Background: an optimization exercise with open tools, aiming at small area, a short achievable clock period and few clock cycles. Do not read the settings as production practice.
The RTL was checked by simulation tests, not by an equivalence proof against the original design.
Power and IR drop assume default switching activity.

==> flow/design.v <==
`timescale 1ns / 1ps
package cca_pkg;
	localparam int CCA_MAX_COLS = 64;
	localparam int CCA_MAX_ROWS = 16;
	localparam int CCA_CFG_IDX_W  = 2;
	localparam int CCA_CFG_DATA_W = 8;
	localparam logic [7:0] CCA_WIDTH_RST   = 8'd80;
	localparam logic [5:0] CCA_HEIGHT_RST  = 6'd25;
	localparam logic [3:0] CCA_SURVIVE_RST = 4'd4;
	localparam logic [3:0] CCA_BIRTH_RST   = 4'd3;
	typedef enum logic [CCA_CFG_IDX_W-1:0] {
		REG_GRID_WIDTH  = 2'd0,
		REG_GRID_HEIGHT = 2'd1,
		REG_SURVIVE_MIN = 2'd2,
		REG_BIRTH_MIN   = 2'd3
	} reg_idx_t;
	typedef enum logic [1:0] {
		CMD_WRITE = 2'd0,
		CMD_GEN   = 2'd1,
		CMD_READ  = 2'd2
	} cmd_t;
	typedef enum logic [1:0] {
		ST_IDLE = 2'd0,
		ST_READ = 2'd1,
		ST_GEN  = 2'd2
	} state_t;
	typedef struct packed {
		logic [1:0] cmd;
		logic [6:0] col;
		logic [4:0] row;
		logic       wall_in;
	} in_word_t;
	typedef struct packed {
		logic wall_out;
		logic coord_error;
	} out_word_t;
	typedef struct packed {
		logic in_use;
		logic up;
		logic down;
		logic left;
		logic right;
	} nb_mask_t;
endpackage
`timescale 1ns / 1ps
module cca_ram #(
	parameter int NG = 32,
	parameter int GW = 32
) (
	input  logic                  clk,
	input  logic                  we,
	input  logic [$clog2(NG)-1:0] wgrp,
	input  logic [GW-1:0]         wdata,
	input  logic [NG-1:0]         rsel,
	output logic [GW-1:0]         rdata
);
	logic [GW-1:0] mem_q [NG];
	for (genvar g = 0; g < NG; g++) begin : g_word
		always_ff @(posedge clk) begin
			if (we && (wgrp == g)) begin
				mem_q[g] <= wdata;
			end
		end
	end
	always_comb begin
		rdata = '0;
		for (int g = 0; g < NG; g++) begin
			rdata = rdata | (mem_q[g] & {GW{rsel[g]}});
		end
	end
endmodule
`timescale 1ns / 1ps
module cca_window #(
	parameter int ROWS = 16
) (
	input  logic              clk,
	input  logic [ROWS-1:0]   prev,
	input  logic [2*ROWS-1:0] cur,
	input  logic [ROWS-1:0]   next,
	input  logic [ROWS-1:0]   row_ok,
	input  logic              c1_ok,
	input  logic [4:0]        ks,
	input  logic [4:0]        kb,
	output logic [2*ROWS-1:0] new_cells
);
	logic [ROWS+1:0] vp, v0, v1, vn;
	assign vp = {1'b0, prev & row_ok, 1'b0};
	assign v0 = {1'b0, cur[ROWS-1:0] & row_ok, 1'b0};
	assign v1 = {1'b0, cur[2*ROWS-1:ROWS] & row_ok & {ROWS{c1_ok}}, 1'b0};
	assign vn = {1'b0, next & row_ok, 1'b0};
	logic [ROWS+1:0] hs0, hc0, hs1, hc1;
	assign hs0 = vp ^ v0 ^ v1;
	assign hc0 = (vp & v0) | (vp & v1) | (v0 & v1);
	assign hs1 = v0 ^ v1 ^ vn;
	assign hc1 = (v0 & v1) | (v0 & vn) | (v1 & vn);
	logic [2*ROWS-1:0] s1_q, k1_q;
	logic [ROWS-1:0]   hc0_q, hc1_q;
	logic [ROWS-1:0]   c0_q;
	logic              c1ok_q;
	always_ff @(posedge clk) begin
		for (int r = 0; r < ROWS; r++) begin
			s1_q[r]      <= hs0[r] ^ hs0[r+2] ^ vp[r+1];
			k1_q[r]      <= cca_maj(hs0[r], hs0[r+2], vp[r+1]);
			s1_q[ROWS+r] <= hs1[r] ^ hs1[r+2] ^ v0[r+1];
			k1_q[ROWS+r] <= cca_maj(hs1[r], hs1[r+2], v0[r+1]);
		end
		hc0_q  <= hc0[ROWS:1];
		hc1_q  <= hc1[ROWS:1];
		c0_q   <= cur[ROWS-1:0];
		c1ok_q <= c1_ok;
	end
	logic [ROWS+1:0] hc0p, hc1p;
	logic [ROWS-1:0] c1, c1m, nx;
	assign hc0p = {1'b0, hc0_q, 1'b0};
	assign hc1p = {1'b0, hc1_q, 1'b0};
	assign c1   = prev;
	assign c1m  = prev & {ROWS{c1ok_q}};
	assign nx   = cur[ROWS-1:0];
	for (genvar r = 0; r < ROWS; r++) begin : g_row
		assign new_cells[r] = !row_ok[r] ? c0_q[r] :
			cca_rule(s1_q[r], k1_q[r], hc0p[r], hc0p[r+2], c1m[r], c0_q[r], ks, kb);
		assign new_cells[ROWS+r] = !(row_ok[r] && c1ok_q) ? c1[r] :
			cca_rule(s1_q[ROWS+r], k1_q[ROWS+r], hc1p[r], hc1p[r+2], nx[r], c1[r], ks, kb);
	end
	function automatic logic cca_maj(input logic a, input logic b, input logic c);
		cca_maj = (a & b) | (a & c) | (b & c);
	endfunction
	function automatic logic cca_rule(
		input logic s1, input logic c1, input logic uc, input logic dc,
		input logic r, input logic ctr,
		input logic [4:0] ks, input logic [4:0] kb
	);
		logic s2, c2, gs, gb;
		s2 = uc ^ dc ^ c1;
		c2 = cca_maj(uc, dc, c1);
		gs = cca_maj(cca_maj(c2, cca_maj(s2, cca_maj(s1, r, ks[0]), ks[1]), ks[2]), ks[3], ks[4]);
		gb = cca_maj(cca_maj(c2, cca_maj(s2, cca_maj(s1, r, kb[0]), kb[1]), kb[2]), kb[3], kb[4]);
		cca_rule = ctr ? gs : gb;
	endfunction
endmodule
`timescale 1ns / 1ps
module cave_cellular_automaton_step #(
	parameter int MAX_COLS = cca_pkg::CCA_MAX_COLS,
	parameter int MAX_ROWS = cca_pkg::CCA_MAX_ROWS
) (
	input  logic                      clk,
	input  logic                      arst_n,
	input  logic                      start,
	output logic                      busy,
	input  logic [14:0]                     req,
	output logic                      done,
	output logic [1:0]                      rsp,
	input  logic                      cfg_valid,
	output logic                      cfg_ready,
	input  logic [cca_pkg::CCA_CFG_IDX_W-1:0]  cfg_index,
	input  logic [cca_pkg::CCA_CFG_DATA_W-1:0] cfg_data
);
	localparam int NG  = MAX_COLS / 2;    
	localparam int GW  = 2 * MAX_ROWS;    
	localparam int GAW = $clog2(NG);
	localparam int BW  = $clog2(GW);
	logic [1:0] req_cmd;
	logic [6:0] req_col;
	logic [4:0] req_row;
	logic       req_wall;
	assign req_cmd  = req[14:13];
	assign req_col  = req[12:6];
	assign req_row  = req[5:1];
	assign req_wall = req[0];
	logic       cfgv_q;
	logic [1:0] cfgi_q;
	logic [7:0] cfgd_q;
	always_ff @(posedge clk or negedge arst_n) begin
		if (!arst_n) begin
			cfgv_q <= 1'b0;
		end else begin
			cfgv_q <= cfg_valid;
		end
	end
	always_ff @(posedge clk) begin
		cfgi_q <= cfg_index;
		cfgd_q <= cfg_data;
	end
	localparam logic [6:0] UC_RST = 7'(MAX_COLS);
	localparam logic [4:0] KS_RST = 5'd12;   
	localparam logic [4:0] KB_RST = 5'd13;   
	logic [6:0]          ucx_q;       
	logic [MAX_ROWS-1:0] row_bad_q;   
	logic [4:0]          ksx_q;       
	logic [4:0]          kbx_q;       
	logic [6:0]          used_cols;
	logic [MAX_ROWS-1:0] row_ok;
	logic [4:0]          ks, kb;
	logic [MAX_ROWS-1:0] row_bad_d;
	logic [5:0]          used_grps;
	always_comb begin
		for (int r = 0; r < MAX_ROWS; r++) begin
			row_bad_d[r] = (6'(r) >= cfgd_q[5:0]);
		end
	end
	assign used_cols = ucx_q ^ UC_RST;
	assign row_ok    = ~row_bad_q;
	assign ks        = ksx_q ^ KS_RST;
	assign kb        = kbx_q ^ KB_RST;
	assign used_grps = 6'((7'(used_cols) + 7'd1) >> 1);
	always_ff @(posedge clk or negedge arst_n) begin
		if (!arst_n) begin
			ucx_q     <= '0;
			row_bad_q <= '0;
			ksx_q     <= '0;
			kbx_q     <= '0;
		end else if (cfgv_q) begin
			case (cfgi_q)
				2'd0: ucx_q     <= ((cfgd_q > 8'(MAX_COLS)) ? 7'(MAX_COLS) : cfgd_q[6:0]) ^ UC_RST;
				2'd1: row_bad_q <= row_bad_d;
				2'd2: ksx_q     <= cca_kvec(cfgd_q[3:0]) ^ KS_RST;
				default: kbx_q  <= cca_kvec(cfgd_q[3:0]) ^ KB_RST;
			endcase
		end
	end
	function automatic logic [4:0] cca_kvec(input logic [3:0] t);
		logic [3:0] tc;
		tc = (t > 4'd9) ? 4'd9 : t;
		cca_kvec = (tc == 4'd0) ? 5'b11000 : {1'b0, 4'(5'd16 - 5'(tc))};
	endfunction
	assign cfg_ready = 1'b1;
	logic           busy_q, busy_out_q, gen_q;
	logic [5:0]     tcnt_q;
	logic           accept, acc_gen, in_range1;
	logic           v1_q, wall1_q;
	logic [1:0]     cmd1_q;
	logic [6:0]     col1_q;
	logic [4:0]     row1_q;
	logic           v2_q, rd2_q, err2_q, wall2_q;
	logic           col2_q;                 
	logic [MAX_ROWS-1:0] row2_q;            
	logic           done_q;
	logic [1:0]     rsp_q;
	logic [NG-1:0]  sel_q;
	logic           we_q, wgen_q;
	logic [GAW-1:0] wgrp_q;
	logic           c1ok_q;
	assign accept    = start && !busy_q;
	assign acc_gen   = accept && (req_cmd == 2'd1);
	assign in_range1 = (col1_q < used_cols) && !row1_q[4] && row_ok[row1_q[3:0]];
	assign busy      = busy_out_q;
	assign done      = done_q;
	assign rsp       = rsp_q;
	logic [GW-1:0]       grp_rd, merged, wdata, new_cells, cell2;
	logic [GW-1:0]       r2_q, cur_q, new_q;
	logic [MAX_ROWS-1:0] prev_q;
	logic [GAW-1:0]      rgrp;
	always_ff @(posedge clk or negedge arst_n) begin
		if (!arst_n) begin
			busy_q     <= 1'b0;
			busy_out_q <= 1'b0;
			gen_q      <= 1'b0;
			we_q       <= 1'b0;
		end else begin
			busy_q <= acc_gen || (busy_q && (tcnt_q <= used_grps));
			busy_out_q <= (start && !busy_out_q && (req_cmd == 2'd1)) ||
			              (busy_out_q && !(tcnt_q > used_grps));
			gen_q  <= acc_gen || busy_q;
			we_q   <= (gen_q && (tcnt_q >= 6'd3)) ||
			          (v1_q && (cmd1_q == 2'd0) && in_range1);
		end
	end
	always_ff @(posedge clk) begin
		tcnt_q <= busy_q ? tcnt_q + 6'd1 : 6'd0;
		if (busy_q) begin
			sel_q <= ((tcnt_q + 6'd1) < used_grps) ? {sel_q[NG-2:0], 1'b0} : '0;
		end else if (req_cmd == 2'd1) begin
			sel_q <= NG'(1);
		end else begin
			sel_q <= NG'(1) << req_col[GAW:1];
		end
		wgen_q <= gen_q;
		wgrp_q <= gen_q ? GAW'(tcnt_q - 6'd3) : col1_q[GAW:1];
		c1ok_q <= ({tcnt_q, 1'b0} <= used_cols);
		cur_q  <= r2_q;
		prev_q <= (tcnt_q == 6'd1) ? '0 : cur_q[GW-1:MAX_ROWS];
		new_q  <= new_cells;
	end
	always_ff @(posedge clk or negedge arst_n) begin
		if (!arst_n) begin
			v1_q   <= 1'b0;
			v2_q   <= 1'b0;
			done_q <= 1'b0;
		end else begin
			v1_q   <= accept && (req_cmd != 2'd1);
			v2_q   <= v1_q;
			done_q <= v2_q || (gen_q && !busy_q);
		end
	end
	always_ff @(posedge clk) begin
		cmd1_q  <= req_cmd;
		col1_q  <= req_col;
		row1_q  <= req_row;
		wall1_q <= req_wall;
		rd2_q   <= (cmd1_q == 2'd2) && in_range1;
		err2_q  <= !cmd1_q[0] && !in_range1;
		wall2_q <= wall1_q;
		col2_q  <= col1_q[0];
		row2_q  <= MAX_ROWS'(1) << row1_q[3:0];
		rsp_q   <= v2_q ? {rd2_q && |(r2_q & cell2), err2_q} : 2'b00;
	end
	always_comb begin
		cell2  = col2_q ? {row2_q, MAX_ROWS'(0)} : {MAX_ROWS'(0), row2_q};
		merged = (r2_q & ~cell2) | (cell2 & {GW{wall2_q}});
		wdata  = wgen_q ? new_q : merged;
		rgrp   = gen_q ? GAW'(tcnt_q) : col1_q[GAW:1];
	end
	always_ff @(posedge clk) begin
		r2_q <= (we_q && (wgrp_q == rgrp)) ? wdata : grp_rd;
	end
	cca_ram #(
		.NG (NG),
		.GW (GW)
	) u_grid (
		.clk   (clk),
		.we    (we_q),
		.wgrp  (wgrp_q),
		.wdata (wdata),
		.rsel  (sel_q),
		.rdata (grp_rd)
	);
	cca_window #(
		.ROWS (MAX_ROWS)
	) u_rule (
		.clk         (clk),
		.prev        (prev_q),
		.cur         (cur_q),
		.next        (r2_q[MAX_ROWS-1:0]),
		.row_ok      (row_ok),
		.c1_ok       (c1ok_q),
		.ks          (ks),
		.kb          (kb),
		.new_cells   (new_cells)
	);
endmodule
==> flow/run.sh <==
#!/bin/bash
# synth_recipe.tcl (not shown) runs the flow's synth.tcl, then flattens the netlist and writes it again
# the make line also repeats each setting of config.mk as NAME=value (left out here)
make -C /OpenROAD-flow-scripts/flow DESIGN_CONFIG=/design/flow/config.mk WORK_HOME=/design/flow/orfs CLKGATE_MAP_FILE= SYNTH_SCRIPT=/design/flow/synth_recipe.tcl finish
==> flow/config.mk <==
export PLATFORM = sky130hd
export DESIGN_NAME = cave_cellular_automaton_step
export DESIGN_NICKNAME = cave_cellular_automaton_step
export VERILOG_FILES = /design/flow/design.v
export SDC_FILE = /design/flow/constraint.sdc
export NUM_CORES = 8
export LEC_CHECK = 0
export CAP_MARGIN = 20
export CORE_MARGIN = 2
export CORE_UTILIZATION = 45
export CTS_CLUSTER_DIAMETER = 100
export CTS_CLUSTER_SIZE = 24
export PLACE_DENSITY = 0.6
export SETUP_SLACK_MARGIN = 4.3
export SLEW_MARGIN = 20
==> flow/constraint.sdc <==
create_clock -name core_clock -period 7.0 [get_ports {clk}]
set_input_delay 1.4000 -clock core_clock [delete_from_list [all_inputs] [get_ports {clk}]]
set_output_delay 1.4000 -clock core_clock [all_outputs]
set_load 0.01 [all_outputs]
==> run summary, run 1 <==
status = finished clean
I/O Pins = 34
P&R area growth vs syn = 8.81%
Fill cells = 10300
capture point of the worst reg-to-reg path = u_grid.mem_q[8][12]
min-delay src = wall1_q
RSZ-0062 raised after global routing = true
die height = 351 µm
Post-Synth Simple-Gate Area = 7.02%
Critical Path Start Type = flop
syn_area_per_cell = 14.8 µm²
commonest non-fill, non-tap cell in the layout = edfxtp_1
critical path capture point type = flop
total die area = 123000 µm²
PwrDens = 458 nW/µm²
Synth area leaders = edfxtp_1 57%, dfxtp_1 12%, a22oi_1 5.6%
first-pass detailed-route iteration total = 6
CP max FO = 25
sequential share of power = 46.8%
clk_skew = 28.4 ps
global placer's final weighted congestion = 0.831
most frequent cells in the layout = 1024 x edfxtp_1, 408 x a22oi_1, 282 x dfxtp_1
largest net degree at the start of global routing = 52
total routed wirelength = 184000 µm
dominant synthesized flop cell = edfxtp_1
TritonCTS clock tree = built
Slew Limit Headroom = 31.2%
post-synthesis compound-gate area fraction = 11.7%
clock power share = 16.9%
Worst Reg2Reg Path Length in Cells = 4
H-tree lvl count = 3
synthesis-stage register bit count = 1382
row count = 127
Vias/cell = 6.52
internal power = 16.6 mW
global-route wire length before repair = 256000 µm
worst-margin pin slew = 1030 ps
flop2flop setup slack = 4360 ps
initial antenna violation count = 2
vias in the first global route = 32700
gr ovfl total = 0
setup violators final = 0
Worst-path clk slew = 100 ps
Hold Crit Class = reg2reg
leading area contributor after synthesis = edfxtp_1
Post-Synth XOR/XNOR Area = 0.274%
post-synthesis cell area = 54300 µm²
Setup TNS Final = 0 ps
Adder-Cell Fraction of Synth Area = 6.31%
post-route ant nets = 0
cell count after synthesis = 3678
Comb power frac = 36.3%
max_cap viols = 0
syn nets = 3831
Max Slew Vio Count = 0
Nets = 3785
Yosys warning total = 4
Worst Path Arrival = 2950 ps
switching part of the total = 38.7%
Core ar. = 120000 µm²
Unique masters post-synth = 65
drt drc = 0
hold violation total from the final report = 0
Static Leak = 19.6 nW
IO Port Bufs = 32
Max VDD drop = 0.253 mV
largest family of logic cells by synthesized area = compound AO/OA/AOI/OAI gates
top-area cell type share of the netlist area = 56.7%
sequential cell area = 38200 µm²
Async S/R FF share, synth = 2.97%
hold path depth = 0
insertion delay to the later sink of the worst-skew pair = 700 ps
Longest Clk Path Bufs = 3
ratio of cells with drive above 1 in the final layout = 10.3%
register area share after synthesis = 70.3%
Total GRT Usage = 29.8%
clock sink total = 1382
FF-to-FF Start = we_q
Die Wd = 351 µm
initial core utilization = 45.3%
# diodes = 0
hold endpoint = wall2_q
FMAX = 379 MHz
worst slack at placement = 4060 ps
worst path required time = 7310 ps
mux cell area share after synthesis = 1.69%
hold buffer count at CTS = 0
Starting DRT DRC Count = 5366
Post-synth EDFFs = 1024
post-route setup slack = 4360 ps
total CTS buffers = 68
Tmin final = 2640 ps
routed via count = 34600
root buffer cell = clkbuf_16
switching power = 10.5 mW
period utilization = 37.7%
CP Class = reg2reg
Final HPWL DP = 95800 µm
WL/cell = 34.8 µm
area of the multi-input gates = 15300 µm²
==> critical path, stage by stage, from the launching register on <==
cell and delay [ps]:
dfrtp_1 450, nor2b_1 310, nand2_1 310, nor2_4 480, buf_4 690
==> repair_timing <==
action,4_1_cts,5_1_grt
gates resized for setup,13,12
pin swaps,5,1
buffers inserted,5,2
setup endpoints to repair,179,150
==> routing by layer <==
layer  global-route usage (%)  share of wire (%)  up-vias
li1                         -                  -    14100
met1                     41.2                 39    18000
met2                     47.8                 47     2132
met3                     5.58                 11      333
met4                     9.31                3.4        0
met5                        0                  0        -
==> final cells by class <==
class                      instances  area share, %
multi-input combinational       1914           25.9
inverter                         145          0.924
timing repair buffer             121           1.68
clock inverter                     9          0.239
sequential                      1382           64.6
tap                             1612           3.42
clock buffer                     113           3.22
==> cells in the mapped netlist (80+ instances only) <==
cell type	instances
inv_1	140
dfxtp_1	317
edfxtp_1	1024
o21ai_0	106
clkbuf_1	193
nand2b_1	82
a22oi_1	408
a22o_1	82
fa_1	88
nor2_1	104
nand3_1	80
nand2_1	128
==> power groups by stage <==
stage | registers [mW] | clock network (mW) | logic (mW)
2_1_floorplan | 12.0 | 0 | 6.26
3_3_place_gp | 12.8 | 0 | 9.27
3_5_place_dp | 12.8 | 0 | 9.50
4_1_cts | 12.6 | 4.59 | 9.55
5_1_grt | 12.7 | 4.88 | 10.6
6_report | 12.7 | 4.57 | 9.83
==> worst max-delay path by stage <==
stage                               end       start  cells past startpoint
floorplan           u_grid.mem_q[20][0]   wgrp_q[2]                      3
global placement               sel_q[0]     req[10]                      4
detailed placement             sel_q[0]     req[10]                      4
CTS                                busy  busy_out_q                      1
global route        u_grid.mem_q[8][12]        we_q                      4
finish              u_grid.mem_q[8][12]        we_q                      4
==> metrics by stage <==
stage	util [%]	instance area [µm²]	std cells	hold slack, ps	power, mW
final	49.3	59000	5296	343	27.1
after global routing	49.3	59000	5296	359	28.2
after CTS	49.1	58900	5294	350	26.7
after detailed placement	47.4	56800	5167	322	22.3
after global placement	47.3	56700	5164	330	22.0
after floorplan	-	54300	3678	310	18.2
==> kinds of logic (layout without fill, tap and decap cells) <==
logic type,after synthesis,after routing
mux,82,82
flops,1382,1382
other cells,1,1
fa+ha+maj,240,240
buf+inv,382,388
xor+xnor,17,17
compound gates,868,868
simple gates,706,706
==> flip-flops by register name, summed over array words and instances, names as in the netlist, 6 cells and up <==
register      count
u_grid.mem_q   1024
cur_q            32
new_q            32
r2_q             32
sel_q            32
u_rule.k1_q      32
u_rule.s1_q      32
prev_q           16
row2_q           16
row_bad_q        16
u_rule.c0_q      16
u_rule.hc0_q     16
u_rule.hc1_q     16
cfgd_q            8
col1_q            7
ucx_q             7
tcnt_q            6
Testbench counts, summed over its fixed seeds: cycles 12,496.
==> run 2: changes to the inputs <==
--- a/flow/config.mk
+++ b/flow/config.mk
@@ -12,4 +12,4 @@
 export CTS_CLUSTER_SIZE = 24
 export PLACE_DENSITY = 0.6
-export SETUP_SLACK_MARGIN = 4.3
+export SETUP_SLACK_MARGIN = 4.4
 export SLEW_MARGIN = 20
==> run summary, run 2 <==
Unique masters post-synth = 65
RSZ-0062 raised after global routing = true
FMAX = 381 MHz
Most flops, register = u_grid.mem_q
WL/cell = 34.8 µm
gr ovfl total = 0
synthesis-stage register bit count = 1382
placed cells = 5170
Post-synth EDFFs = 1024
Worst Reg2Reg Path Length in Cells = 6
syn nets = 3831
Final Power = 27.1 mW
CP Buf/Inv Count = 1
row count = 127
Max VDD drop = 0.224 mV
Critical Path Start Type = flop
hold path depth = 0
Worst-path clk slew = 100 ps
commonest non-fill, non-tap cell in the layout = edfxtp_1
Core ar. = 120000 µm²
initial antenna violation count = 2
total routed wirelength = 184000 µm
global placer's final weighted congestion = 0.827
root buffer cell = clkbuf_16
critical path capture point type = output port
hold violation total from the final report = 0
placed cell area = 56800 µm²
worst-margin pin slew = 1220 ps
Vias/cell = 6.51
Worst Path Arrival = 1220 ps
Nets = 3788
status = finished clean
cells along the critical path = clkbuf_2
worst slack at placement = 4070 ps
post-synthesis cell area = 54300 µm²
I/O Pins = 34
Fill cells = 10300
insertion delay to the later sink of the worst-skew pair = 690 ps
Layout Cells excl Fill = 5302
Static Leak = 19.7 nW
die height = 351 µm
Yosys warning total = 4
max reg flops = 1024
post-route setup slack = 4380 ps
count leader, synth = edfxtp_1
total die area = 123000 µm²
worst path required time = 5600 ps
H-tree lvl count = 3
capture point of the worst reg-to-reg path = r2_q[11]
global-route wire length before repair = 254000 µm
routed via count = 34500
clock sink total = 1382
largest net degree at the start of global routing = 42
Setup TNS Final = 0 ps
Hold Crit Class = reg2reg
setup violators final = 0
grt peak-use layer = met2
clk_skew = 41.9 ps
cell count after synthesis = 3678
Hold WS = 351 ps
top-area cell type share of the netlist area = 56.7%
dominant synthesized flop cell = edfxtp_1
drt drc = 0
Synth area leaders = edfxtp_1 57%, dfxtp_1 12%, a22oi_1 5.6%
Die Wd = 351 µm
largest stage delay on the critical path = 400 ps
ratio of cells with drive above 1 in the final layout = 10.4%
hold endpoint = wall2_q
register area share after synthesis = 70.3%
routing usage on met2 = 46.6%
leading area contributor after synthesis = edfxtp_1
P&R area growth vs syn = 8.94%
Final HPWL DP = 95100 µm
total CTS buffers = 68
post-route cell area = 59100 µm²
GR Util met3 = 6.28%
Async S/R FF share, synth = 2.97%
final design utilization = 49.3%
vias in the first global route = 32300
IO Port Bufs = 32
CP max FO = 2
grt met1 use = 40.4%
FF-to-FF Start = sel_q[24]
initial core utilization = 45.3%
max_cap viols = 0
post-route ant nets = 0
TritonCTS clock tree = built
syn_area_per_cell = 14.8 µm²
Starting DRT DRC Count = 5492
period utilization = 37.5%
most frequent cells in the layout = 1024 x edfxtp_1, 408 x a22oi_1, 281 x dfxtp_1
Longest Clk Path Bufs = 3
delay-heaviest family, CP = flip-flops
critical path's slowest cell = dfrtp_1
hold buffer count at CTS = 0
Max Slew Vio Count = 0
Total GRT Usage = 29.5%
CP Class = reg2out
synth cell count leaders = 1024 x edfxtp_1, 408 x a22oi_1, 317 x dfxtp_1
Slew Limit Headroom = 18.9%
Tmin final = 2620 ps
min-delay src = wall1_q
first-pass detailed-route iteration total = 5
flop2flop setup slack = 4390 ps
PwrDens = 459 nW/µm²
## run 2: logic make-up (layout without fill, tap and decap cells)
logic type	after synthesis	count (layout)	synth area share [%]
DFF	1382	1382	70.3
buffers and inverters	382	389	2.72
adders and majority gates	240	240	6.31
AOI/OAI and AO/OA	868	868	11.7
and+or+nand+nor	706	706	7.02
xor gates and xnor gates	17	17	0.274
muxes	82	82	1.69
other	1	6	0.00691
## run 2: worst max-delay path by stage
stage,from,endpoint,slack (ps),depth (start not counted)
5_1_grt,busy_out_q,busy,4340,1
3_3_place_gp,req[10],sel_q[0],4070,4
6_report,busy_out_q,busy,4380,1
4_1_cts,busy_out_q,busy,4210,1
3_5_place_dp,req[10],sel_q[0],4070,4
2_1_floorplan,wgrp_q[2],u_grid.mem_q[20][0],3510,3
## run 2: where the power goes
group	leakage [nW]	switching (mW)	internal (mW)
combinational	6.29	6.47	3.37
sequential	12.4	1.36	11.3
clock	0.986	2.63	1.98
total	19.7	10.5	16.7
## run 2: what timing repair did
| action | CTS | global route |
|---|---|---|
| pin swaps | 4 | 0 |
| buffers inserted | 5 | 2 |
| resized for setup | 18 | 19 |
| setup endpoints to repair | 120 | 476 |
## run 2: final cells by class
type / instances / area (µm²) / share of cell area [%]
sequential: 1382 / 38200 / 64.6
multi-input combinational: 1914 / 15300 / 25.8
tap: 1612 / 2020 / 3.41
clock buffer: 114 / 1980 / 3.35
timing repair buffer: 124 / 1040 / 1.77
inverter: 145 / 549 / 0.929
clock inverter: 6 / 81.3 / 0.138
antenna: 5 / 12.5 / 0.0212
## run 2: per-layer routing
layer	routed length, µm	vias up
li1	-	14100
met1	70500	17700
met2	84700	2301
met3	21300	430
met4	7700	0
met5	0	-
==> run 3: changes to the inputs <==
--- a/flow/config.mk
+++ b/flow/config.mk
@@ -6,5 +6,5 @@
 export NUM_CORES = 8
 export LEC_CHECK = 0
-export CAP_MARGIN = 20
+export CAP_MARGIN = 5
 export CORE_MARGIN = 2
 export CORE_UTILIZATION = 45
@@ -12,4 +12,4 @@
 export CTS_CLUSTER_SIZE = 24
 export PLACE_DENSITY = 0.6
-export SETUP_SLACK_MARGIN = 4.4
-export SLEW_MARGIN = 20
+export SETUP_SLACK_MARGIN = 4.5
+export SLEW_MARGIN = 5
==> run summary, run 3 <==
status = finished clean
period utilization = 37.0%
Total GRT Usage = 29.5%
CP max FO = 2
count leader, synth = edfxtp_1
max reg flops = 1024
Max VDD drop = 0.257 mV
leading area contributor after synthesis = edfxtp_1
synthesis-stage register bit count = 1382
drt drc = 0
Layout Cells excl Fill = 5298
delay-heaviest family, CP = flip-flops
mux cell area share after synthesis = 1.69%
cell count after synthesis = 3678
Max Slew Vio Count = 0
CP Class = reg2out
Vias/cell = 6.52
I/O Pins = 34
dominant synthesized flop cell = edfxtp_1
Setup TNS Final = 0 ps
total die area = 123000 µm²
critical path's slowest cell = dfrtp_1
commonest non-fill, non-tap cell in the layout = edfxtp_1
global placer's final weighted congestion = 0.855
Static Leak = 19.7 nW
Yosys warning total = 4
largest stage delay on the critical path = 390 ps
vias in the first global route = 32400
Hold Crit Class = reg2reg
Longest Clk Path Bufs = 3
P&R area growth vs syn = 9.26%
die height = 351 µm
post-route ant nets = 0
max_cap viols = 0
first-pass detailed-route iteration total = 6
placed cells = 5161
ratio of cells with drive above 1 in the final layout = 10.6%
Tmin final = 2590 ps
Core ar. = 120000 µm²
Hold WS = 351 ps
WL/cell = 34.7 µm
worst slack at placement = 4080 ps
Nets = 3785
FMAX = 386 MHz
synth cell count leaders = 1024 x edfxtp_1, 408 x a22oi_1, 317 x dfxtp_1
Most flops, register = u_grid.mem_q
total CTS buffers = 67
clk_skew = 28.8 ps
largest net degree at the start of global routing = 52
critical path capture point type = output port
initial core utilization = 45.3%
post-synthesis cell area = 54300 µm²
Synth area leaders = edfxtp_1 57%, dfxtp_1 12%, a22oi_1 5.6%
H-tree lvl count = 3
final design utilization = 49.5%
total routed wirelength = 184000 µm
Critical Path Start Type = flop
setup violators final = 0
worst-margin pin slew = 1290 ps
Slew Limit Headroom = 13.6%
largest family of logic cells by synthesized area = compound AO/OA/AOI/OAI gates
root buffer cell = clkbuf_16
global-route wire length before repair = 253000 µm
syn_area_per_cell = 14.8 µm²
gr ovfl total = 0
Post-Synth Simple-Gate Area = 7.02%
PwrDens = 457 nW/µm²
Worst Path Arrival = 1190 ps
Async S/R FF share, synth = 2.97%
CP Buf/Inv Count = 1
Post-synth EDFFs = 1024
routed via count = 34600
insertion delay to the later sink of the worst-skew pair = 680 ps
Final HPWL DP = 95900 µm
worst path required time = 5600 ps
cells along the critical path = clkbuf_2
hold violation total from the final report = 0
Starting DRT DRC Count = 5783
register area share after synthesis = 70.3%
Post-Synth XOR/XNOR Area = 0.274%
syn nets = 3831
Unique masters post-synth = 65
post-route setup slack = 4410 ps
post-synthesis compound-gate area fraction = 11.7%
most frequent cells in the layout = 1024 x edfxtp_1, 408 x a22oi_1, 275 x dfxtp_1
TritonCTS clock tree = built
RSZ-0062 raised after global routing = true
row count = 127
IO Port Bufs = 32
clock sink total = 1382
Adder-Cell Fraction of Synth Area = 6.31%
Die Wd = 351 µm
top-area cell type share of the netlist area = 56.7%
initial antenna violation count = 6
Worst-path clk slew = 100 ps
run 3: cell counts after synthesis:
No cell type changed its count.
run 3: path summary, 6_finish.rpt:
path	startpoint	to	slack, ps	cells after the start
hold / removal	wall1_q	wall2_q	350	0
min in group asynchronous	arst_n	done_q	860	1
setup / recovery	busy_out_q	busy	4410	1
max in group asynchronous	arst_n	ksx_q[1]	5470	1
setup reg to reg	we_q	u_grid.mem_q[2][26]	4540	4
hold reg to reg	wall1_q	wall2_q	350	0
run 3: stage by stage:
| stage | area [µm²] | power, mW |
|---|---|---|
| 2_1_floorplan | 54400 | 18.2 |
| 3_3_place_gp | 56700 | 22.1 |
| 3_5_place_dp | 56700 | 22.2 |
| 4_1_cts | 59100 | 26.8 |
| 5_1_grt | 59300 | 28.3 |
| 6_report | 59300 | 27.1 |
run 3: worst register-to-register path: stages (launching register included):
cell      delay, ps
dfrtp_1         460
nor2b_1         360
nand3b_1        460
nor3_4          270
buf_6           510
run 3: where the power goes:
group          internal [mW]  switching, mW  leakage [nW]
sequential              11.3           1.41          12.4
clock                   1.96           2.61         0.967
combinational           3.37           6.45          6.35
total                   16.6           10.5          19.7
run 3: repair_timing:
action / CTS / global route
hold endpoints to repair: 0 / 0
buffers inserted: 6 / 7
setup endpoints to repair: 1628 / 707
pin swaps: 5 / 3
resized for setup: 73 / 46
hold buffers: 0 / 0
cloned: 0 / 1
run 3: layout make-up:
type	count	area, µm²
fillers	10200	60500
flip-flops and latches	1382	38200
multi-input cells	1915	15400
well taps	1612	2020
clock buffers	116	1930
repair buffers	121	1130
inverters	145	549
clock inverters	6	88.8
diodes	1	2.50
run 3: metal layers:
layer,share of wire [%],global-route usage [%],up-vias
li1,-,-,14100
met2,46,47.2,2337
met5,0.011,0,-
met3,12,6.05,354
met1,38,40.6,17800
met4,3.5,9.14,4
run 3: kinds of logic (layout without fill, tap and decap cells):
kind of cell,after synthesis,after routing
multiplexers,82,82
other,1,2
AO/OA/AOI/OAI,868,869
buffers and inverters,382,388
flip-flops,1382,1382
adder cells (fa/ha/maj),240,240
AND/OR/NAND/NOR,706,706
XOR/XNOR,17,17
==> run 4: changes to the inputs <==
--- a/flow/config.mk
+++ b/flow/config.mk
@@ -6,5 +6,6 @@
 export NUM_CORES = 8
 export LEC_CHECK = 0
-export CAP_MARGIN = 5
+export ABC_CLOCK_PERIOD_IN_PS = 2600
+export CAP_MARGIN = 20
 export CORE_MARGIN = 2
 export CORE_UTILIZATION = 45
@@ -13,3 +14,3 @@
 export PLACE_DENSITY = 0.6
 export SETUP_SLACK_MARGIN = 4.5
-export SLEW_MARGIN = 5
+export SLEW_MARGIN = 20
==> run summary, run 4 <==
initial antenna violation count = 5
CP Class = reg2out
delay-heaviest family, CP = flip-flops
Hold WS = 341 ps
Yosys warning total = 4
register area share after synthesis = 70.3%
Synth area leaders = edfxtp_1 57%, dfxtp_1 12%, a22oi_1 5.6%
root buffer cell = clkbuf_16
total CTS buffers = 68
Layout Cells excl Fill = 5301
leading area contributor after synthesis = edfxtp_1
dominant synthesized flop cell = edfxtp_1
sequential share of power = 47.0%
Post-synth EDFFs = 1024
post-synthesis cell area = 54300 µm²
Slew Limit Headroom = 20.9%
routed via count = 34500
critical path's slowest cell = dfrtp_1
clk_skew = 39.0 ps
insertion delay to the later sink of the worst-skew pair = 690 ps
FMAX = 386 MHz
P&R area growth vs syn = 9.31%
commonest non-fill, non-tap cell in the layout = edfxtp_1
Final HPWL DP = 95900 µm
Unique masters post-synth = 65
ratio of cells with drive above 1 in the final layout = 10.6%
Starting DRT DRC Count = 5645
Highest Signal Layer = met5
Tmin final = 2590 ps
status = finished clean
RSZ-0062 raised after global routing = true
vias in the first global route = 32400
synth cell count leaders = 1024 x edfxtp_1, 408 x a22oi_1, 317 x dfxtp_1
hold violation total from the final report = 0
switching part of the total = 38.6%
syn nets = 3831
M1 WL = 71100 µm
first-pass detailed-route iteration total = 6
Nets = 3786
placed cells = 5161
clock sink total = 1382
CP max FO = 1
Total GRT Usage = 29.5%
period utilization = 37.0%
Longest Clk Path Bufs = 3
Max VDD drop = 0.286 mV
top-area cell type share of the netlist area = 56.7%
initial core utilization = 45.3%
Max Slew Vio Count = 0
Async S/R FF share, synth = 2.97%
count leader, synth = edfxtp_1
largest net degree at the start of global routing = 52
WL/cell = 34.6 µm
Die Wd = 351 µm
worst path required time = 5600 ps
TritonCTS clock tree = built
Comb power frac = 36.1%
Worst Reg2Reg Path Length in Cells = 6
Core ar. = 120000 µm²
global placer's final weighted congestion = 0.855
gr ovfl total = 0
max reg flops = 1024
Static Leak = 19.7 nW
die height = 351 µm
clock power share = 16.9%
Critical Path Start Type = flop
met2 routed WL = 85100 µm
hold path depth = 0
CP Buf/Inv Count = 1
internal power = 16.6 mW
IO Port Bufs = 32
cell count after synthesis = 3678
max_cap viols = 0
Most flops, register = u_grid.mem_q
largest stage delay on the critical path = 380 ps
Hold Crit Class = reg2reg
WP depth = 1
Detail Route met3 WL = 20500 µm
drt drc = 0
H-tree lvl count = 3
setup violators final = 0
most frequent cells in the layout = 1024 x edfxtp_1, 408 x a22oi_1, 275 x dfxtp_1
Vias/cell = 6.50
critical path capture point type = output port
Worst Path Arrival = 1190 ps
total routed wirelength = 184000 µm
I/O Pins = 34
Worst-path clk slew = 110 ps
cells along the critical path = buf_2
worst-margin pin slew = 1190 ps
global-route wire length before repair = 254000 µm
switching power = 10.4 mW
Fill cells = 10200
syn_area_per_cell = 14.8 µm²
Setup TNS Final = 0 ps
synthesis-stage register bit count = 1382
post-route ant nets = 0
PwrDens = 457 nW/µm²
total die area = 123000 µm²
row count = 127
-- run 4: path summary, 6_finish.rpt --
check / start / slack [ps] / to
worst max-delay path: done_q / 4410 / done
worst min-delay path: wall1_q / 340 / wall2_q
worst max register to register: sel_q[6] / 4500 / r2_q[11]
worst min register to register: wall1_q / 340 / wall2_q
max in group asynchronous: arst_n / 5420 / kbx_q[1]
min in group asynchronous: arst_n / 870 / done_q
-- run 4: kinds of logic (layout without fill, tap and decap cells) --
kind of cell,after synthesis,after routing,synth area share (%)
muxes,82,82,1.69
AOI/OAI and AO/OA,868,868,11.7
buffers and inverters,382,389,2.72
and+or+nand+nor,706,706,7.02
adders and majority gates,240,240,6.31
xor gates and xnor gates,17,17,0.274
other,1,5,0.00691
DFF,1382,1382,70.3
-- run 4: layer usage --
layer / vias to the layer above / global-route usage (%)
met2: 2246 / 47.2
met4: 2 / 9.51
met1: 17700 / 40.9
met3: 386 / 5.47
met5: - / 0
li1: 14100 / -
-- run 4: final cells by class --
cell class	instances	area [µm²]	area share [%]
repair buffers	122	1120	1.89
clock buffers	116	1960	3.30
inverters	145	549	0.926
multi-input cells	1914	15400	25.9
well taps	1612	2020	3.40
diodes	4	10.0	0.0169
flip-flops and latches	1382	38200	64.4
clock inverters	6	90.1	0.152
-- run 4: per-stage QoR --
step | area (µm²) | worst slack [ps] | power, mW | util (%)
final | 59300 | 4410 | 27.1 | 49.5
after global routing | 59300 | 4370 | 28.3 | 49.5
after CTS | 59100 | 4280 | 26.9 | 49.4
after detailed placement | 56800 | 4070 | 22.3 | 47.4
after global placement | 56700 | 4080 | 22.1 | 47.3
after floorplan | 54400 | 4110 | 18.2 | -
-- run 4: power by group through the flow --
stage	logic, mW	clock network [mW]	registers, mW
global placement	9.23	0	12.8
floorplan	6.30	0	12.0
finish	9.77	4.58	12.7
detailed placement	9.44	0	12.8
CTS	9.58	4.63	12.6
global route	10.6	4.88	12.8
-- run 4: what timing repair did --
action,4_1_cts,5_1_grt
hold buffers,0,0
resized for setup,65,33
endpoints found under the setup margin,1213,491
buffers inserted,8,6
pin swaps,6,1
==> run 5: changes to the inputs <==
--- a/flow/config.mk
+++ b/flow/config.mk
@@ -6,5 +6,4 @@
 export NUM_CORES = 8
 export LEC_CHECK = 0
-export ABC_CLOCK_PERIOD_IN_PS = 2600
 export CAP_MARGIN = 20
 export CORE_MARGIN = 2
@@ -12,4 +11,5 @@
 export CTS_CLUSTER_DIAMETER = 100
 export CTS_CLUSTER_SIZE = 24
+export GPL_TIMING_DRIVEN = 0
 export PLACE_DENSITY = 0.6
 export SETUP_SLACK_MARGIN = 4.5
==> run summary, run 5 <==
root buffer cell = clkbuf_16
dominant synthesized flop cell = edfxtp_1
final design utilization = 52.9%
post-synthesis cell area = 54300 µm²
cells along the critical path = inv_1, nor3_2, nand3_1, xnor2_2, ha_1, nand2b_1, buf_2, or3_1, o21ai_4
worst path required time = 7570 ps
period utilization = 37.4%
Core ar. = 120000 µm²
Worst-path clk slew = 100 ps
Most flops, register = u_grid.mem_q
post-route ant nets = 0
syn_area_per_cell = 14.8 µm²
H-tree lvl count = 3
total routed wirelength = 211000 µm
Critical Path Start Type = flop
clock sink total = 1382
largest stage delay on the critical path = 430 ps
Static Leak = 21.7 nW
CP max FO = 10
die height = 351 µm
leading area contributor after synthesis = edfxtp_1
Tmin final = 2620 ps
FMAX = 382 MHz
Nets = 4108
I/O Pins = 34
Async S/R FF share, synth = 2.97%
vias in the first global route = 34600
ratio of cells with drive above 1 in the final layout = 16.0%
initial antenna violation count = 12
worst slack at placement = 3580 ps
RSZ-0062 raised after global routing = true
most frequent cells in the layout = 1024 x edfxtp_1, 407 x a22oi_1, 305 x dfxtp_1
largest net degree at the start of global routing = 34
critical path's slowest cell = dfrtp_2
Final Power = 30.1 mW
Layout Cells excl Fill = 5609
TritonCTS clock tree = built
setup violators final = 0
initial core utilization = 45.3%
critical path capture point type = flop
Max VDD drop = 0.247 mV
WL/cell = 37.6 µm
Setup TNS Final = 0 ps
Hold Crit Class = reg2reg
Post-synth EDFFs = 1024
Yosys warning total = 4
cell count after synthesis = 3678
syn nets = 3831
total die area = 123000 µm²
Starting DRT DRC Count = 6614
hold violation total from the final report = 0
Worst Path Arrival = 3190 ps
Unique masters post-synth = 65
insertion delay to the later sink of the worst-skew pair = 700 ps
row count = 127
Total GRT Usage = 34.0%
first-pass detailed-route iteration total = 8
post-route setup slack = 4380 ps
Fill cells = 9784
P&R area growth vs syn = 16.7%
hold buffer count at CTS = 0
IO Port Bufs = 32
global-route wire length before repair = 284000 µm
gr ovfl total = 0
total CTS buffers = 67
Slew Limit Headroom = 35.2%
clk_skew = 45.0 ps
top-area cell type share of the netlist area = 56.7%
count leader, synth = edfxtp_1
Synth area leaders = edfxtp_1 57%, dfxtp_1 12%, a22oi_1 5.6%
max_cap viols = 0
commonest non-fill, non-tap cell in the layout = edfxtp_1
CP Class = reg2reg
register area share after synthesis = 70.3%
Max Slew Vio Count = 0
PwrDens = 476 nW/µm²
status = finished clean
Die Wd = 351 µm
Vias/cell = 6.57
crit path launch = ucx_q[2]
max reg flops = 1024
placed cells = 5442
worst-margin pin slew = 969 ps
Final HPWL DP = 144000 µm
global placer's final weighted congestion = 0.926
synth cell count leaders = 1024 x edfxtp_1, 408 x a22oi_1, 317 x dfxtp_1
Longest Clk Path Bufs = 3
synthesis-stage register bit count = 1382
min-delay src = c1ok_q
FF-to-FF Start = ucx_q[2]
drt drc = 0
routed via count = 36900
-- run 5: cell counts after synthesis --
No cell type changed its count.
-- run 5: report_power, final --
| group | internal, mW | leakage (nW) | switching [mW] |
|---|---|---|---|
| Clock | 1.86 | 0.920 | 2.63 |
| Sequential | 11.2 | 12.4 | 0.875 |
| Combinational | 4.68 | 8.35 | 8.82 |
-- run 5: cells by family (layout without fill, tap and decap cells) --
kind of cell | Yosys count | after routing | share of synthesized area [%]
other | 1 | 5 | 0.00691
DFF | 1382 | 1382 | 70.3
buffers and inverters | 382 | 697 | 2.72
adders and majority gates | 240 | 240 | 6.31
and+or+nand+nor | 706 | 706 | 7.02
AOI/OAI and AO/OA | 868 | 868 | 11.7
xor gates and xnor gates | 17 | 17 | 0.274
muxes | 82 | 82 | 1.69
-- run 5: per-stage QoR --
step / area (µm²) / hold slack, ps
4_1_cts: 63000 / 363
2_1_floorplan: 54400 / 310
3_3_place_gp: 56700 / 346
6_report: 63300 / 355
3_5_place_dp: 59800 / 346
5_1_grt: 63300 / 370
-- run 5: final timing paths --
check	end	slack [ps]	depth (start not counted)
max	sel_q[11]	4380	9
min	u_rule.c1ok_q	350	0
max reg2reg	sel_q[11]	4380	9
min reg2reg	u_rule.c1ok_q	350	0
max in group asynchronous	kbx_q[0]	5910	2
min in group asynchronous	gen_q	580	1
-- run 5: layout make-up --
class / instances / area [µm²] / area share (%)
tap: 1612 / 2020 / 3.18
inverter: 145 / 546 / 0.861
clock buffer: 101 / 1850 / 2.92
antenna: 4 / 10.0 / 0.0158
buffer: 237 / 1890 / 2.99
multi-input combinational: 1914 / 15400 / 24.4
clock inverter: 6 / 76.3 / 0.121
sequential: 1382 / 38200 / 60.2
timing repair buffer: 208 / 3340 / 5.28
-- run 5: critical path, delay by kind of cell, from the launching register on --
kind | cells | cell delay [ps]
buffers and inverters | 2 | 350
adders and majority gates | 1 | 230
DFF | 1 | 430
AOI/OAI and AO/OA | 1 | 330
xor gates and xnor gates | 1 | 210
and+or+nand+nor | 4 | 940
-- run 5: per-layer routing --
| metal | GRT usage [%] | wire [µm] |
|---|---|---|
| met1 | 43.7 | 74500 |
| met2 | 52.4 | 94100 |
| met3 | 8.67 | 27600 |
| met4 | 19.6 | 14500 |
| met5 | 0 | 114 |
-- run 5: repair_timing --
item | in CTS | in global routing
setup buffers | 30 | 26
resized for setup | 319 | 63
gates cloned | 0 | 0
endpoints found under the setup margin | 1105 | 289
pin swaps | 21 | 19
==> run 6: changes to the inputs <==
--- a/flow/config.mk
+++ b/flow/config.mk
@@ -11,6 +11,5 @@
 export CTS_CLUSTER_DIAMETER = 100
 export CTS_CLUSTER_SIZE = 24
-export GPL_TIMING_DRIVEN = 0
-export PLACE_DENSITY = 0.6
+export PLACE_DENSITY = 0.5
 export SETUP_SLACK_MARGIN = 4.5
 export SLEW_MARGIN = 20
==> run summary, run 6 <==
commonest non-fill, non-tap cell in the layout = edfxtp_1
worst slack at placement = 3920 ps
switching power = 10.7 mW
post-route cell area = 59400 µm²
register area share after synthesis = 70.3%
period utilization = 37.1%
Slew Limit Headroom = 31.3%
Starting DRT DRC Count = 4533
FF-to-FF Start = sel_q[2]
max reg flops = 1024
gr ovfl total = 0
die height = 351 µm
first-pass detailed-route iteration total = 6
worst path required time = 5600 ps
clock sink total = 1382
routed via count = 34500
total die area = 123000 µm²
H-tree lvl count = 3
syn_area_per_cell = 14.8 µm²
root buffer cell = clkbuf_16
Die Wd = 351 µm
setup violators final = 0
critical path capture point type = output port
status = finished clean
TritonCTS clock tree = built
synthesis-stage register bit count = 1382
Total GRT Usage = 31.4%
total routed wirelength = 196000 µm
Max Slew Vio Count = 0
synth cell count leaders = 1024 x edfxtp_1, 408 x a22oi_1, 317 x dfxtp_1
worst-margin pin slew = 1030 ps
row count = 127
CP max FO = 2
most frequent cells in the layout = 1024 x edfxtp_1, 408 x a22oi_1, 275 x dfxtp_1
PwrDens = 461 nW/µm²
Static Leak = 19.8 nW
crit path launch = busy_out_q
IO Port Bufs = 32
delay-heaviest family, CP = flip-flops
clock power share = 16.8%
drt drc = 0
sequential share of power = 46.2%
switching part of the total = 39.0%
largest stage delay on the critical path = 390 ps
I/O Pins = 34
Final HPWL DP = 102000 µm
insertion delay to the later sink of the worst-skew pair = 690 ps
Critical Path Start Type = flop
Longest Clk Path Bufs = 3
Worst-path clk slew = 110 ps
global-route wire length before repair = 267000 µm
Max VDD drop = 0.241 mV
Yosys warning total = 4
leading area contributor after synthesis = edfxtp_1
Hold Crit Class = reg2reg
CP Buf/Inv Count = 1
initial antenna violation count = 3
Most flops, register = u_grid.mem_q
P&R area growth vs syn = 9.41%
Layout Cells excl Fill = 5299
RSZ-0062 raised after global routing = true
initial core utilization = 45.3%
Core ar. = 120000 µm²
internal power = 16.7 mW
Tmin final = 2590 ps
count leader, synth = edfxtp_1
placed cell area = 56900 µm²
critical path's slowest cell = dfrtp_1
post-route ant nets = 0
Unique masters post-synth = 65
Post-synth EDFFs = 1024
FMAX = 385 MHz
clk_skew = 40.0 ps
placed cells = 5172
ratio of cells with drive above 1 in the final layout = 10.7%
cell count after synthesis = 3678
hold violation total from the final report = 0
post-synthesis cell area = 54300 µm²
post-route setup slack = 4410 ps
top-area cell type share of the netlist area = 56.7%
total CTS buffers = 68
final design utilization = 49.6%
vias in the first global route = 33100
Setup TNS Final = 0 ps
Vias/cell = 6.51
Synth area leaders = edfxtp_1 57%, dfxtp_1 12%, a22oi_1 5.6%
min-delay src = wall1_q
max_cap viols = 0
global placer's final weighted congestion = 0.842
Hold WS = 345 ps
Nets = 3791
Worst Path Arrival = 1190 ps
WL/cell = 36.9 µm
Final Power = 27.4 mW
CP Class = reg2out
syn nets = 3831
dominant synthesized flop cell = edfxtp_1
Async S/R FF share, synth = 2.97%
cells along the critical path = buf_2
largest net degree at the start of global routing = 52
Comb power frac = 36.9%
-- run 6: cell counts after synthesis --
Identical to the previous run, type by type.
-- run 6: metal layers --
metal	wire length (µm)	global-route usage, %	share of wire (%)
met4	8090	11.8	4.1
met1	78800	42.7	40
met5	12	0	0.0061
met3	15900	4.31	8.1
met2	92800	51.6	47
-- run 6: power by group through the flow --
stage / sequential, mW / clock (mW) / combinational, mW
2_1_floorplan: 12.0 / 0 / 6.30
3_3_place_gp: 12.8 / 0 / 9.41
3_5_place_dp: 12.8 / 0 / 9.87
4_1_cts: 12.6 / 4.67 / 9.95
5_1_grt: 12.7 / 4.95 / 10.9
6_report: 12.7 / 4.61 / 10.1
-- run 6: worst paths after layout --
check | endpoint | slack (ps) | cells after the start
hold / removal | wall2_q | 350 | 0
max in group asynchronous | ksx_q[0] | 5460 | 1
setup reg to reg | r2_q[4] | 4530 | 6
setup / recovery | busy | 4410 | 1
min in group asynchronous | we_q | 870 | 1
hold reg to reg | wall2_q | 350 | 0
-- run 6: layout make-up --
| type | count | area, µm² |
|---|---|---|
| clock inverter | 9 | 119 |
| clock buffer | 109 | 1910 |
| multi-input combinational | 1914 | 15300 |
| antenna | 1 | 2.50 |
| inverter | 145 | 554 |
| timing repair buffer | 127 | 1230 |
| tap | 1612 | 2020 |
| fill | 10200 | 60400 |
| sequential | 1382 | 38200 |
-- run 6: cells by family after synthesis --
group | Yosys count | share of synthesized area [%]
AOI/OAI and AO/OA | 868 | 11.7
xor gates and xnor gates | 17 | 0.274
adders and majority gates | 240 | 6.31
buffers and inverters | 382 | 2.72
DFF | 1382 | 70.3
muxes | 82 | 1.69
other | 1 | 0.00691
and+or+nand+nor | 706 | 7.02
-- run 6: what timing repair did --
item,CTS,global route
hold buffers,0,0
pin swaps,7,1
endpoints found under the setup margin,857,980
gates resized for setup,59,35
buffers inserted,8,0
==> run 7: changes to the inputs <==
--- a/flow/config.mk
+++ b/flow/config.mk
@@ -11,5 +11,5 @@
 export CTS_CLUSTER_DIAMETER = 100
 export CTS_CLUSTER_SIZE = 24
-export PLACE_DENSITY = 0.5
+export PLACE_DENSITY = 0.7
 export SETUP_SLACK_MARGIN = 4.5
 export SLEW_MARGIN = 20
==> run summary, run 7 <==
synth cell count leaders = 1024 x edfxtp_1, 408 x a22oi_1, 317 x dfxtp_1
IO Port Bufs = 32
P&R area growth vs syn = 9.43%
RSZ-0062 raised after global routing = true
PwrDens = 458 nW/µm²
initial core utilization = 45.3%
FMAX = 384 MHz
hold buffer count at CTS = 0
global-route wire length before repair = 242000 µm
leading area contributor after synthesis = edfxtp_1
H-tree lvl count = 3
Critical Path Start Type = flop
top-area cell type share of the netlist area = 56.7%
Yosys warning total = 4
total routed wirelength = 174000 µm
Worst-path clk slew = 90 ps
critical path capture point type = output port
status = finished clean
Die Wd = 351 µm
Tmin final = 2600 ps
clk_skew = 38.4 ps
CP Class = reg2out
Unique masters post-synth = 65
placed cell area = 56800 µm²
initial antenna violation count = 6
post-route ant nets = 0
WL/cell = 32.9 µm
clock sink total = 1382
total die area = 123000 µm²
Final HPWL DP = 90800 µm
Worst Path Arrival = 1200 ps
most frequent cells in the layout = 1024 x edfxtp_1, 408 x a22oi_1, 277 x dfxtp_1
post-route cell area = 59400 µm²
placed cells = 5167
register area share after synthesis = 70.3%
drt drc = 0
post-route setup slack = 4400 ps
hold violation total from the final report = 0
routed via count = 34700
Max Slew Vio Count = 0
CP Buf/Inv Count = 1
Slew Limit Headroom = 30.1%
ratio of cells with drive above 1 in the final layout = 10.9%
M1 WL = 62200 µm
largest net degree at the start of global routing = 65
synthesis-stage register bit count = 1382
cells along the critical path = buf_2
Highest Signal Layer = met5
Max VDD drop = 0.240 mV
first-pass detailed-route iteration total = 7
Detail Route met3 WL = 24400 µm
Nets = 3789
Setup TNS Final = 0 ps
worst slack at placement = 3860 ps
vias in the first global route = 32800
area of the multi-input gates = 15400 µm²
max_cap viols = 0
dominant synthesized flop cell = edfxtp_1
largest stage delay on the critical path = 390 ps
root buffer cell = clkbuf_16
CP max FO = 2
Synth area leaders = edfxtp_1 57%, dfxtp_1 12%, a22oi_1 5.6%
I/O Pins = 34
global placer's final weighted congestion = 0.864
syn_area_per_cell = 14.8 µm²
count leader, synth = edfxtp_1
Post-synth EDFFs = 1024
worst-margin pin slew = 1050 ps
Layout Cells excl Fill = 5289
worst path required time = 5600 ps
gr ovfl total = 0
setup violators final = 0
insertion delay to the later sink of the worst-skew pair = 680 ps
final design utilization = 49.6%
TritonCTS clock tree = built
Starting DRT DRC Count = 6198
syn nets = 3831
Static Leak = 19.7 nW
Core ar. = 120000 µm²
die height = 351 µm
post-synthesis cell area = 54300 µm²
critical path's slowest cell = dfrtp_1
sequential cell area = 38200 µm²
row count = 127
Async S/R FF share, synth = 2.97%
cell count after synthesis = 3678
Hold Crit Class = reg2reg
commonest non-fill, non-tap cell in the layout = edfxtp_1
total CTS buffers = 67
delay-heaviest family, CP = flip-flops
Fill cells = 10100
period utilization = 37.2%
Vias/cell = 6.56
met2 routed WL = 78800 µm
max reg flops = 1024
Most flops, register = u_grid.mem_q
Total GRT Usage = 27.7%
Longest Clk Path Bufs = 3
[run 7: cell counts after synthesis]
No cell type changed its count.
[run 7: power by group]
group | total, mW | leakage [nW] | switching [mW] | internal [mW]
registers | 12.8 | 12.4 | 1.54 | 11.3
clock network | 4.40 | 0.923 | 2.54 | 1.86
logic | 9.98 | 6.40 | 6.46 | 3.52
total | 27.2 | 19.7 | 10.5 | 16.7
[run 7: routing by layer]
layer  global-route usage [%]  vias up
met1                     36.8    17500
met2                     43.5     2613
li1                         -    14100
met4                     12.0        4
met5                        0        -
met3                     6.74      510
[run 7: repair_timing]
| item | CTS | global route |
|---|---|---|
| gates resized for setup | 64 | 67 |
| hold endpoints to repair | 0 | 0 |
| pin swaps | 6 | 3 |
| endpoints found under the setup margin | 558 | 805 |
| buffers inserted | 6 | 4 |
| gates cloned | 1 | 0 |
[run 7: through the flow]
| step | hold slack, ps | total power [mW] |
|---|---|---|
| 5_1_grt | 401 | 28.3 |
| 4_1_cts | 385 | 26.7 |
| 3_5_place_dp | 363 | 22.3 |
| 6_report | 388 | 27.2 |
| 2_1_floorplan | 310 | 18.2 |
| 3_3_place_gp | 356 | 21.9 |
[run 7: kinds of logic after synthesis]
| family | after synthesis | synth area share (%) |
|---|---|---|
| flops | 1382 | 70.3 |
| compound gates | 868 | 11.7 |
| simple gates | 706 | 7.02 |
| buf+inv | 382 | 2.72 |
| fa+ha+maj | 240 | 6.31 |
| mux | 82 | 1.69 |
| xor+xnor | 17 | 0.274 |
| other cells | 1 | 0.00691 |
[run 7: final cells by class]
| type | count | area share [%] |
|---|---|---|
| multi-input cells | 1915 | 25.9 |
| clock inverters | 5 | 0.126 |
| clock buffers | 102 | 3.12 |
| inverters | 145 | 0.921 |
| well taps | 1612 | 3.40 |
| diodes | 3 | 0.0126 |
| repair buffers | 125 | 2.19 |
| flip-flops and latches | 1382 | 64.4 |
[run 7: worst paths after layout]
check,endpoint,slack (ps),cells after the start,startpoint
setup / recovery,busy,4400,1,busy_out_q
hold / removal,v2_q,390,0,v1_q
setup reg to reg,u_grid.mem_q[16][22],4520,3,we_q
hold reg to reg,v2_q,390,0,v1_q
max in group asynchronous,gen_q,5440,1,arst_n
min in group asynchronous,ksx_q[3],890,1,arst_n
==> run 8: changes to the inputs <==
--- a/flow/config.mk
+++ b/flow/config.mk
@@ -8,5 +8,5 @@
 export CAP_MARGIN = 20
 export CORE_MARGIN = 2
-export CORE_UTILIZATION = 45
+export CORE_UTILIZATION = 55
 export CTS_CLUSTER_DIAMETER = 100
 export CTS_CLUSTER_SIZE = 24
==> run summary, run 8 <==
Slew Limit Headroom = 21.7%
delay-heaviest family, CP = flip-flops
vias in the first global route = 32500
row count = 115
syn_area_per_cell = 14.8 µm²
Hold Crit Class = reg2reg
PwrDens = 460 nW/µm²
worst path required time = 5600 ps
post-route setup slack = 4420 ps
register area share after synthesis = 70.3%
I/O Pins = 34
leading area contributor after synthesis = edfxtp_1
largest stage delay on the critical path = 410 ps
dominant synthesized flop cell = edfxtp_1
Max VDD drop = 0.261 mV
syn nets = 3831
Post-synth EDFFs = 1024
Starting DRT DRC Count = 6303
global placer's final weighted congestion = 0.868
flop2flop setup slack = 4450 ps
hold buffer count at CTS = 0
drt drc = 0
Final HPWL DP = 89400 µm
first-pass detailed-route iteration total = 8
cells along the critical path = buf_6
Longest Clk Path Bufs = 3
total die area = 101000 µm²
initial antenna violation count = 9
CP Class = reg2out
worst-margin pin slew = 1170 ps
Max Slew Vio Count = 0
total routed wirelength = 174000 µm
Yosys warning total = 4
TritonCTS clock tree = built
Static Leak = 19.8 nW
largest net degree at the start of global routing = 65
Unique masters post-synth = 65
critical path's slowest cell = dfrtp_1
Fill cells = 7309
period utilization = 36.9%
commonest non-fill, non-tap cell in the layout = edfxtp_1
max reg flops = 1024
worst slack at placement = 3900 ps
Total GRT Usage = 33.6%
max_cap viols = 0
routed via count = 35000
synth cell count leaders = 1024 x edfxtp_1, 408 x a22oi_1, 317 x dfxtp_1
die height = 318 µm
Setup TNS Final = 0 ps
cell count after synthesis = 3678
gr ovfl total = 0
Core ar. = 98100 µm²
synthesis-stage register bit count = 1382
Die Wd = 318 µm
hold violation total from the final report = 0
Most flops, register = u_grid.mem_q
global-route wire length before repair = 242000 µm
P&R area growth vs syn = 8.79%
Critical Path Start Type = flop
setup violators final = 0
status = finished clean
clock sink total = 1382
most frequent cells in the layout = 1024 x edfxtp_1, 408 x a22oi_1, 276 x dfxtp_1
CP max FO = 2
Nets = 3793
WL/cell = 35.0 µm
FMAX = 387 MHz
post-route ant nets = 0
Tmin final = 2580 ps
Async S/R FF share, synth = 2.97%
RSZ-0062 raised after global routing = true
Worst-path clk slew = 90 ps
CP Buf/Inv Count = 1
top-area cell type share of the netlist area = 56.7%
H-tree lvl count = 3
count leader, synth = edfxtp_1
total CTS buffers = 67
post-synthesis cell area = 54300 µm²
critical path capture point type = output port
IO Port Bufs = 32
clk_skew = 34.9 ps
root buffer cell = clkbuf_16
ratio of cells with drive above 1 in the final layout = 10.9%
Worst Path Arrival = 1180 ps
Vias/cell = 7.04
insertion delay to the later sink of the worst-skew pair = 670 ps
initial core utilization = 55.3%
Synth area leaders = edfxtp_1 57%, dfxtp_1 12%, a22oi_1 5.6%
run 8: cell types whose count changed in the layout (fill, tap and decap cells not counted), moves of 5 or more:
cell / previous run / this run
buf_6: 35 / 48
clkbuf_1: 33 / 40
or4_1: 26 / 32
or4_4: 8 / 2
buf_4: 43 / 38
dfxtp_2: 27 / 32
run 8: layout make-up:
type                       count  area, µm²  share of cell area [%]
sequential                  1382      38200                    64.7
multi-input combinational   1915      15400                    26.0
clock buffer                 108       1850                    3.14
tap                         1287       1610                    2.73
clock inverter                 7       80.1                   0.136
antenna                        3       7.51                  0.0127
inverter                     145        554                   0.939
timing repair buffer         129       1370                    2.32
run 8: cell families (layout without fill, tap and decap cells):
logic type | Yosys count | after routing | synth area share, %
compound gates | 868 | 868 | 11.7
xor+xnor | 17 | 17 | 0.274
fa+ha+maj | 240 | 240 | 6.31
buf+inv | 382 | 389 | 2.72
flops | 1382 | 1382 | 70.3
mux | 82 | 82 | 1.69
other cells | 1 | 4 | 0.00691
simple gates | 706 | 707 | 7.02
run 8: worst paths after layout:
kind	from	endpoint	cells after the start
max in group asynchronous	arst_n	ucx_q[2]	1
min in group asynchronous	arst_n	we_q	1
min reg2reg	wall1_q	wall2_q	0
max reg2reg	we_q	u_grid.mem_q[2][31]	4
min	wall1_q	wall2_q	0
max	busy_out_q	busy	1
run 8: through the flow:
stage / instances / power [mW] / hold WS [ps] / util, % / area [µm²]
global route: 4973 / 28.2 / 367 / 60.2 / 59000
global placement: 4839 / 21.9 / 317 / 57.4 / 56300
finish: 4976 / 27.1 / 347 / 60.2 / 59000
detailed placement: 4842 / 22.3 / 316 / 57.5 / 56400
CTS: 4961 / 26.6 / 348 / 59.6 / 58500
floorplan: 3678 / 18.2 / 310 / - / 54400
run 8: layer usage:
layer	global-route usage (%)	share of wire [%]	wire length [µm]
met2	52.6	46	79600
met1	46.1	36	62900
met3	6.72	13	23300
met5	0	0.0075	13
met4	14.9	4.9	8460
run 8: report_power, final:
part / switching, mW / internal, mW
logic: 6.61 / 3.50
clock network: 2.56 / 1.86
registers: 1.32 / 11.3
run 8: timing repair:
action	CTS	global route
hold endpoints to repair	0	0
endpoints found under the setup margin	759	339
pin swaps	3	4
cloned	0	1
setup buffers	4	10
gates resized for setup	51	84
==> run 9: changes to the inputs <==
--- a/flow/config.mk
+++ b/flow/config.mk
@@ -8,8 +8,8 @@
 export CAP_MARGIN = 20
 export CORE_MARGIN = 2
-export CORE_UTILIZATION = 55
+export CORE_UTILIZATION = 45
 export CTS_CLUSTER_DIAMETER = 100
 export CTS_CLUSTER_SIZE = 24
-export PLACE_DENSITY = 0.7
+export PLACE_DENSITY = 0.6
 export SETUP_SLACK_MARGIN = 4.5
 export SLEW_MARGIN = 20
==> run summary, run 9 <==
status = finished clean
Starting DRT DRC Count = 5645
post-route ant nets = 0
clock sink total = 1382
Slew Limit Headroom = 20.9%
post-synthesis cell area = 54300 µm²
sequential cell area = 38200 µm²
critical path capture point type = output port
Die Wd = 351 µm
synthesis-stage register bit count = 1382
setup violators final = 0
dominant synthesized flop cell = edfxtp_1
FMAX = 386 MHz
Post-synth EDFFs = 1024
Post-Synth XOR/XNOR Area = 0.274%
mux cell area share after synthesis = 1.69%
PwrDens = 457 nW/µm²
clk_skew = 39.0 ps
first-pass detailed-route iteration total = 6
largest family of logic cells by synthesized area = compound AO/OA/AOI/OAI gates
hold violation total from the final report = 0
Worst-path clk slew = 110 ps
max reg flops = 1024
Longest Clk Path Bufs = 3
Core ar. = 120000 µm²
Synth area leaders = edfxtp_1 57%, dfxtp_1 12%, a22oi_1 5.6%
top-area cell type share of the netlist area = 56.7%
total routed wirelength = 184000 µm
worst-margin pin slew = 1190 ps
initial antenna violation count = 5
FF-to-FF Start = sel_q[6]
Most flops, register = u_grid.mem_q
delay-heaviest family, CP = flip-flops
leading area contributor after synthesis = edfxtp_1
worst path required time = 5600 ps
hold buffer count at CTS = 0
post-synthesis compound-gate area fraction = 11.7%
TritonCTS clock tree = built
largest net degree at the start of global routing = 52
gr ovfl total = 0
global placer's final weighted congestion = 0.855
Async S/R FF share, synth = 2.97%
P&R area growth vs syn = 9.31%
Static Leak = 19.7 nW
routed via count = 34500
Total GRT Usage = 29.5%
CP Class = reg2out
final design utilization = 49.5%
RSZ-0062 raised after global routing = true
Max VDD drop = 0.286 mV
max_cap viols = 0
critical path's slowest cell = dfrtp_1
insertion delay to the later sink of the worst-skew pair = 690 ps
Setup TNS Final = 0 ps
ratio of cells with drive above 1 in the final layout = 10.6%
vias in the first global route = 32400
most frequent cells in the layout = 1024 x edfxtp_1, 408 x a22oi_1, 275 x dfxtp_1
root buffer cell = clkbuf_16
initial core utilization = 45.3%
Max Slew Vio Count = 0
area of the multi-input gates = 15400 µm²
Post-Synth Simple-Gate Area = 7.02%
largest stage delay on the critical path = 380 ps
I/O Pins = 34
WL/cell = 34.6 µm
total CTS buffers = 68
total die area = 123000 µm²
synth cell count leaders = 1024 x edfxtp_1, 408 x a22oi_1, 317 x dfxtp_1
cell count after synthesis = 3678
syn nets = 3831
period utilization = 37.0%
Adder-Cell Fraction of Synth Area = 6.31%
Unique masters post-synth = 65
count leader, synth = edfxtp_1
die height = 351 µm
min-delay src = wall1_q
row count = 127
Worst Path Arrival = 1190 ps
drt drc = 0
IO Port Bufs = 32
Hold Crit Class = reg2reg
Fill cells = 10200
CP Buf/Inv Count = 1
syn_area_per_cell = 14.8 µm²
commonest non-fill, non-tap cell in the layout = edfxtp_1
crit path launch = done_q
Nets = 3786
Tmin final = 2590 ps
register area share after synthesis = 70.3%
Final HPWL DP = 95900 µm
Vias/cell = 6.50
Yosys warning total = 4
cells along the critical path = buf_2
CP max FO = 1
global-route wire length before repair = 254000 µm
Critical Path Start Type = flop
H-tree lvl count = 3
[run 9: power breakdown]
group | internal (mW) | switching (mW)
sequential | 11.3 | 1.42
clock | 1.96 | 2.62
combinational | 3.37 | 6.40
[run 9: worst paths after layout]
path | slack (ps) | cells after the start | end
max reg2reg | 4500 | 6 | r2_q[11]
min | 340 | 0 | wall2_q
max | 4410 | 1 | done
min in group asynchronous | 870 | 1 | done_q
max in group asynchronous | 5420 | 1 | kbx_q[1]
min reg2reg | 340 | 0 | wall2_q
[run 9: worst reg2reg max path: stages, from the launching register on]
cell and delay [ps]:
dfxtp_2 470, buf_4 390, a22o_1 310, a221oi_1 230, nand3_1 130, or4_1 570
mux2_2 290
[run 9: what timing repair did]
action | 4_1_cts | 5_1_grt
pin swaps | 6 | 1
endpoints found under the setup margin | 1213 | 491
setup buffers | 8 | 6
resized for setup | 65 | 33
[run 9: area by class of cell]
class                           count  area share, %
Antenna cell                        4         0.0169
Sequential cell                  1382           64.4
Clock inverter                      6          0.152
Inverter                          145          0.926
Tap cell                         1612           3.40
Clock buffer                      116           3.30
Multi-Input combinational cell   1914           25.9
Timing Repair Buffer              122           1.89
[run 9: routing by layer]
| layer | GRT usage, % | vias to the layer above | wire (µm) |
|---|---|---|---|
| li1 | - | 14100 | - |
| met1 | 40.9 | 17700 | 71100 |
| met2 | 47.2 | 2246 | 85100 |
| met3 | 5.47 | 386 | 20500 |
| met4 | 9.51 | 2 | 6860 |
| met5 | 0 | - | 7 |
[run 9: cells by family (layout without fill, tap and decap cells)]
| group | after synthesis | after routing |
|---|---|---|
| flops | 1382 | 1382 |
| compound gates | 868 | 868 |
| simple gates | 706 | 706 |
| buf+inv | 382 | 389 |
| fa+ha+maj | 240 | 240 |
| mux | 82 | 82 |
| xor+xnor | 17 | 17 |
| other cells | 1 | 5 |
[run 9: through the flow]
stage | cells | area [µm²] | setup slack [ps] | power (mW) | hold WS (ps)
finish | 5301 | 59300 | 4410 | 27.1 | 341
global route | 5297 | 59300 | 4370 | 28.3 | 356
CTS | 5291 | 59100 | 4280 | 26.9 | 345
detailed placement | 5161 | 56800 | 4070 | 22.3 | 315
global placement | 5161 | 56700 | 4080 | 22.1 | 320
floorplan | 3678 | 54400 | 4110 | 18.2 | 310

Check on run 9: ideal ports give 4.407 ns setup slack; a clkbuf_16 on the clock port and buf_2 on the inputs give 4.331 ns; moving port delays by the midpoint clock arrival (0.750 ns) as well gives 4.039 ns.
